From an optimization exercise on the open Yosys and OpenROAD flow, aimed at small area, a short achievable clock period and few clock cycles; shortcuts taken in it are not production practice.
At most, simulation tests tie the RTL to the original design; equivalence was not proved.
Power figures rest on the tool's default switching activity, not on a simulated workload.

== blue ==
==> flow/design.v (excerpt) <==
module xyolo_lanes
#(
  parameter int DATA_W   = xyolo_lanes_pkg::c_DATA_W,
  parameter int N_LANES  = xyolo_lanes_pkg::c_N_LANES,
  parameter int SHIFT_W  = xyolo_lanes_pkg::c_SHIFT_W,
  parameter int CNT_W    = xyolo_lanes_pkg::c_CNT_W,
  parameter int LEAKY_SH = xyolo_lanes_pkg::c_LEAKY_SH
) (
  input  logic                      clk,
  input  logic                      rst,
  input  logic                      start,
  input  logic [CNT_W-1:0]          cfg_n_acc,
  input  logic [CNT_W-1:0]          cfg_n_out,
  input  logic [2:0]                cfg_mp_win,
  input  logic                      cfg_bias,
  input  logic                      cfg_leaky,
  input  logic                      cfg_maxpool,
  input  logic                      cfg_bypass,
  input  logic [SHIFT_W-1:0]        cfg_shift,
  input  logic                      in_valid,
  output logic                      in_ready,
  input  logic [N_LANES*DATA_W-1:0] in_pixel,
  input  logic [N_LANES*DATA_W-1:0] in_weight,
  input  logic [N_LANES*DATA_W-1:0] in_bias,
  output logic                      out_valid,
  input  logic                      out_ready,
  output logic [N_LANES*DATA_W-1:0] out_data,
  output logic                      busy,
  output logic                      done
);
Size: about 930 flip-flops, about 300 I/O pins, roughly 66,000 µm² of cells after synthesis.
==> flow/config.mk <==
export PLATFORM = sky130hd
export DESIGN_NAME = xyolo_lanes
export DESIGN_NICKNAME = xyolo_lanes
export VERILOG_FILES = /design/flow/design.v
export SDC_FILE = /design/flow/constraint.sdc
export NUM_CORES = 4
export LEC_CHECK = 0
export ABC_AREA = 1
export CAP_MARGIN = 20
export CORE_MARGIN = 2
export CORE_UTILIZATION = 60
export CTS_CLUSTER_DIAMETER = 120
export CTS_CLUSTER_SIZE = 24
export GPL_ROUTABILITY_DRIVEN = 0
export PLACE_DENSITY = 0.7
export SLEW_MARGIN = 20
export SYNTH_HIERARCHICAL = 1
==> flow/constraint.sdc <==
create_clock -name core_clock -period 10.0 [get_ports {clk}]
set_input_delay 2.0000 -clock core_clock [delete_from_list [all_inputs] [get_ports {clk}]]
set_output_delay 2.0000 -clock core_clock [all_outputs]
set_load 0.01 [all_outputs]
standard.sh (not shown) runs the stock make flow with config.mk's settings and CLKGATE_MAP_FILE= SYNTH_SCRIPT=/design/flow/synth_recipe.tcl, a recipe that flattens the netlist after the stock synthesis.
==> flow/flow/run.sh <==
#!/bin/bash
# Standard synthesis unchanged, then the standard layout steps with the
# timing repair asked to leave extra setup margin (so that it sizes the
# critical paths for a period well below the 10 ns constraint) and with
# plain buffers, rather than delay cells, on the ports.
set -euo pipefail
MARGIN=$(cat flow/margin.txt)
bash standard.sh synth > synth.log 2>&1
bash standard.sh SETUP_SLACK_MARGIN=$MARGIN \
  BUFFER_PORTS_ARGS="-buffer_cell sky130_fd_sc_hd__buf_2" finish > layout.log 2>&1
==> flow/flow/margin.txt <==
6.5
blue: PASS, flow complete, no timing, DRC or antenna violations
Testbench counts of blue, summed over its fixed seeds: cycles 40,467.
Relative to blue, the following input files were edited for green:
--- a/flow/design.v
+++ b/flow/design.v
@@ -36,43 +36,49 @@
   input  logic               ld_beat,     
   input  logic               pool_en,     
   input  logic               pool_first,  
   output logic [DATA_W-1:0]  result
 );
   logic [SHIFT_W-1:0] r_sh;
   logic               r_ld0, r_ld1;
   always_ff @(posedge clk) begin
     r_sh  <= cfg_shift;
     r_ld0 <= ld_beat;
     r_ld1 <= r_ld0;
   end
-  logic [15:0] r_x, r_y, r_b;
+  logic [15:0] w_y, r_x, r_b;
+  logic [7:0]  r_one, r_two, r_neg;
+  assign w_y = beat_en ? (bypass ? 16'd1 : weight) : 16'd0;
   always_ff @(posedge clk) begin
     r_x <= pixel;
-    r_y <= beat_en ? (bypass ? 16'd1 : weight) : 16'd0;
     if (ld_beat) r_b <= bias_en ? bias : 16'd0;
   end
-  logic [16:0] w_xe;
-  logic [7:0]  w_one, w_two, w_neg;
-  logic [16:0] w_r0, w_r1, w_r2, w_r3, w_r4, w_r5, w_r6, w_r7;
-  assign w_xe = {r_x[15], r_x};
   for (genvar j = 0; j < 8; j++) begin : g_enc
     logic yl, ym, yh;
-    assign yl = (j == 0) ? 1'b0 : r_y[2*j-1];
-    assign ym = r_y[2*j];
-    assign yh = r_y[2*j+1];
-    assign w_one[j] = ym ^ yl;
-    assign w_two[j] = (yh & ~ym & ~yl) | (~yh & ym & yl);
-    assign w_neg[j] = yh;
+    assign yl = (j == 0) ? 1'b0 : w_y[2*j-1];
+    assign ym = w_y[2*j];
+    assign yh = w_y[2*j+1];
+    always_ff @(posedge clk) begin
+      r_one[j] <= ym ^ yl;
+      r_two[j] <= (yh & ~ym & ~yl) | (~yh & ym & yl);
+      r_neg[j] <= yh;
+    end
   end
+  logic [16:0] w_xe;
+  logic [7:0]  w_one, w_two, w_neg;
+  logic [16:0] w_r0, w_r1, w_r2, w_r3, w_r4, w_r5, w_r6, w_r7;
+  assign w_xe  = {r_x[15], r_x};
+  assign w_one = r_one;
+  assign w_two = r_two;
+  assign w_neg = r_neg;
   assign w_r0 = ({17{w_one[0]}} & w_xe | {17{w_two[0]}} & {w_xe[15:0], 1'b0}) ^ {17{w_neg[0]}};
   assign w_r1 = ({17{w_one[1]}} & w_xe | {17{w_two[1]}} & {w_xe[15:0], 1'b0}) ^ {17{w_neg[1]}};
   assign w_r2 = ({17{w_one[2]}} & w_xe | {17{w_two[2]}} & {w_xe[15:0], 1'b0}) ^ {17{w_neg[2]}};
   assign w_r3 = ({17{w_one[3]}} & w_xe | {17{w_two[3]}} & {w_xe[15:0], 1'b0}) ^ {17{w_neg[3]}};
   assign w_r4 = ({17{w_one[4]}} & w_xe | {17{w_two[4]}} & {w_xe[15:0], 1'b0}) ^ {17{w_neg[4]}};
   assign w_r5 = ({17{w_one[5]}} & w_xe | {17{w_two[5]}} & {w_xe[15:0], 1'b0}) ^ {17{w_neg[5]}};
   assign w_r6 = ({17{w_one[6]}} & w_xe | {17{w_two[6]}} & {w_xe[15:0], 1'b0}) ^ {17{w_neg[6]}};
   assign w_r7 = ({17{w_one[7]}} & w_xe | {17{w_two[7]}} & {w_xe[15:0], 1'b0}) ^ {17{w_neg[7]}};
   wire hs0, hc0;
   xyolo_ha u_ha0 (.a(w_r0[10]), .b(w_r1[8]), .s(hs0), .co(hc0));
   wire hs1, hc1;
   xyolo_ha u_ha1 (.a(w_r0[11]), .b(w_r1[9]), .s(hs1), .co(hc1));
==> results.txt <==
- Looking at total power, green sits 0.25 mW lower than blue does.
- Cell area | green vs blue | green smaller
- Side by side, final critical path time including I/O delays and setup turned out higher in green than in blue.
- When the final numbers for green and blue were put side by side, the routed wirelength normalized by instance count turned out to be smaller in green.
- Transition time at the pin with the least slew margin, green and blue: larger value in green
- Going from blue to green, number of detailed-route iterations in the first pass saw an increase, critical path depth now sits lower, worst clock skew essentially unchanged, maximum resistive drop on vdd lower, die area now sits higher.
- Adder-cell share of the synthesized area (green over blue): decrease, 0.26 points
- As far as first-pass GRT wire length is concerned, green and blue perform about the same.
- Comparing green and blue, the lower post-route worst setup slack was measured on green.
Testbench counts of green, summed over its fixed seeds: cycles 40,467.

xyolo_lanes, a different RTL version from the one above (not shown whole).
Size in the first run: roughly 990 flip-flops, roughly 0.068 mm² of cells after synthesis.
==> flow/design.v (excerpt) <==
module xyolo_lanes
#(
  parameter int DATA_W   = xyolo_lanes_pkg::c_DATA_W,
  parameter int N_LANES  = xyolo_lanes_pkg::c_N_LANES,
  parameter int SHIFT_W  = xyolo_lanes_pkg::c_SHIFT_W,
  parameter int CNT_W    = xyolo_lanes_pkg::c_CNT_W,
  parameter int LEAKY_SH = xyolo_lanes_pkg::c_LEAKY_SH
) (
  input  logic                      clk,
  input  logic                      rst,
  input  logic                      start,
  input  logic [CNT_W-1:0]          cfg_n_acc,
  input  logic [CNT_W-1:0]          cfg_n_out,
  input  logic [2:0]                cfg_mp_win,
  input  logic                      cfg_bias,
  input  logic                      cfg_leaky,
  input  logic                      cfg_maxpool,
  input  logic                      cfg_bypass,
  input  logic [SHIFT_W-1:0]        cfg_shift,
  input  logic                      in_valid,
  output logic                      in_ready,
  input  logic [N_LANES*DATA_W-1:0] in_pixel,
  input  logic [N_LANES*DATA_W-1:0] in_weight,
  input  logic [N_LANES*DATA_W-1:0] in_bias,
  output logic                      out_valid,
  input  logic                      out_ready,
  output logic [N_LANES*DATA_W-1:0] out_data,
  output logic                      busy,
  output logic                      done
);
Settings: LEC_CHECK=0, ABC_AREA=1, CAP_MARGIN=20, CORE_MARGIN=2, CORE_UTILIZATION=40, SLEW_MARGIN=20, SYNTH_HIERARCHICAL=1; clock period 10.0 ns.
Scripts as last shown in full above: flow/flow/run.sh, flow/flow/margin.txt
Testbench counts at the start, summed over its fixed seeds: cycles 40,439.
Rerun with:
--- a/flow/design.v
+++ b/flow/design.v
@@ -689,20 +689,18 @@
     r_bsg <= r_acc[42];
   end
   logic        w_fit, w_sgn;
   logic [15:0] w_sat, w_v, r_pool;
   assign w_fit = !r_big && ((r_y18[17:15] == 3'b000) || (r_y18[17:15] == 3'b111));
   assign w_sgn = r_big ? r_bsg : r_y18[17];
   assign w_sat = w_fit ? r_y18[15:0] : {w_sgn, {15{~w_sgn}}};
   assign w_v   = (cfg_leaky && w_sat[15]) ? {{LEAKY_SH{1'b1}}, w_sat[15:LEAKY_SH]} : w_sat;
-  logic        w_gt;
-  assign w_gt  = {~w_v[15], w_v[14:0]} > {~r_pool[15], r_pool[14:0]};
   always_ff @(posedge clk) begin
-    if (pool_en && (pool_first || w_gt)) r_pool <= w_v;
+    if (pool_en && (pool_first || ($signed(w_v) > $signed(r_pool)))) r_pool <= w_v;
   end
   assign result = r_pool;
 endmodule
 module xyolo_fa (input  logic a, b, c, output logic s, co);
   assign s  = a ^ b ^ c;
   assign co = (a & b) | (c & (a ^ b));
 endmodule
 module xyolo_ha (input  logic a, b, output logic s, co);
Effect: Final area fell by 1.1%; wire length barely changes; maximum frequency is higher by 0.92%; worst hold slack loses 0.0069 ns; worst setup slack gains 0.032 ns; non-clock buffer count falls by 1; utilization hardly moves; area after synthesis goes down by 0.81%; power fell by 0.98%; clock power hardly moves; flip-flop and latch count stays the same; clock-buffer cell count fell by 5; register-to-register slack is worse by 0.02 ns.
Function not checked in the second run of this note: the RTL went through the layout flow alone.

-- re-timing with driven ports --
The flow's constraints put no driver on any port. The routed layouts listed below were extracted and timed again, unchanged, in two steps.
Step 1 assumes that a clkbuf_16 drives the clock port and a buf_2 every other input.
Step 2 also shifts input and output timing later by t, the mid clock arrival at the registers, as if the neighbouring blocks saw the same clock.
Three values: no drivers, after step 1, after step 2; two values: the first two.
run | shift t [ns] | slack for setup (ns) | hold WS [ns] | worst slew at a driven data input, ns
blue | 0.738 | 6.548 / 6.548 / 6.042 | 0.329 / 0.329 / 0.329 | 0.08
green | 0.737 | 6.542 / 6.524 / 5.855 | 0.330 / 0.330 / 0.330 | 0.08
the first run of note 2 | 0.819 | 6.446 / 6.370 / 5.948 | 0.321 / 0.321 / 0.321 | 0.06
the second run of note 2 | 0.841 | 6.479 / 6.392 / 6.301 | 0.314 / 0.314 / 0.314 | 0.13
After both steps every run listed still meets setup and hold. The setup slack of green, which loses most, moves by -0.018 ns with the drivers and by -0.687 ns with both steps.
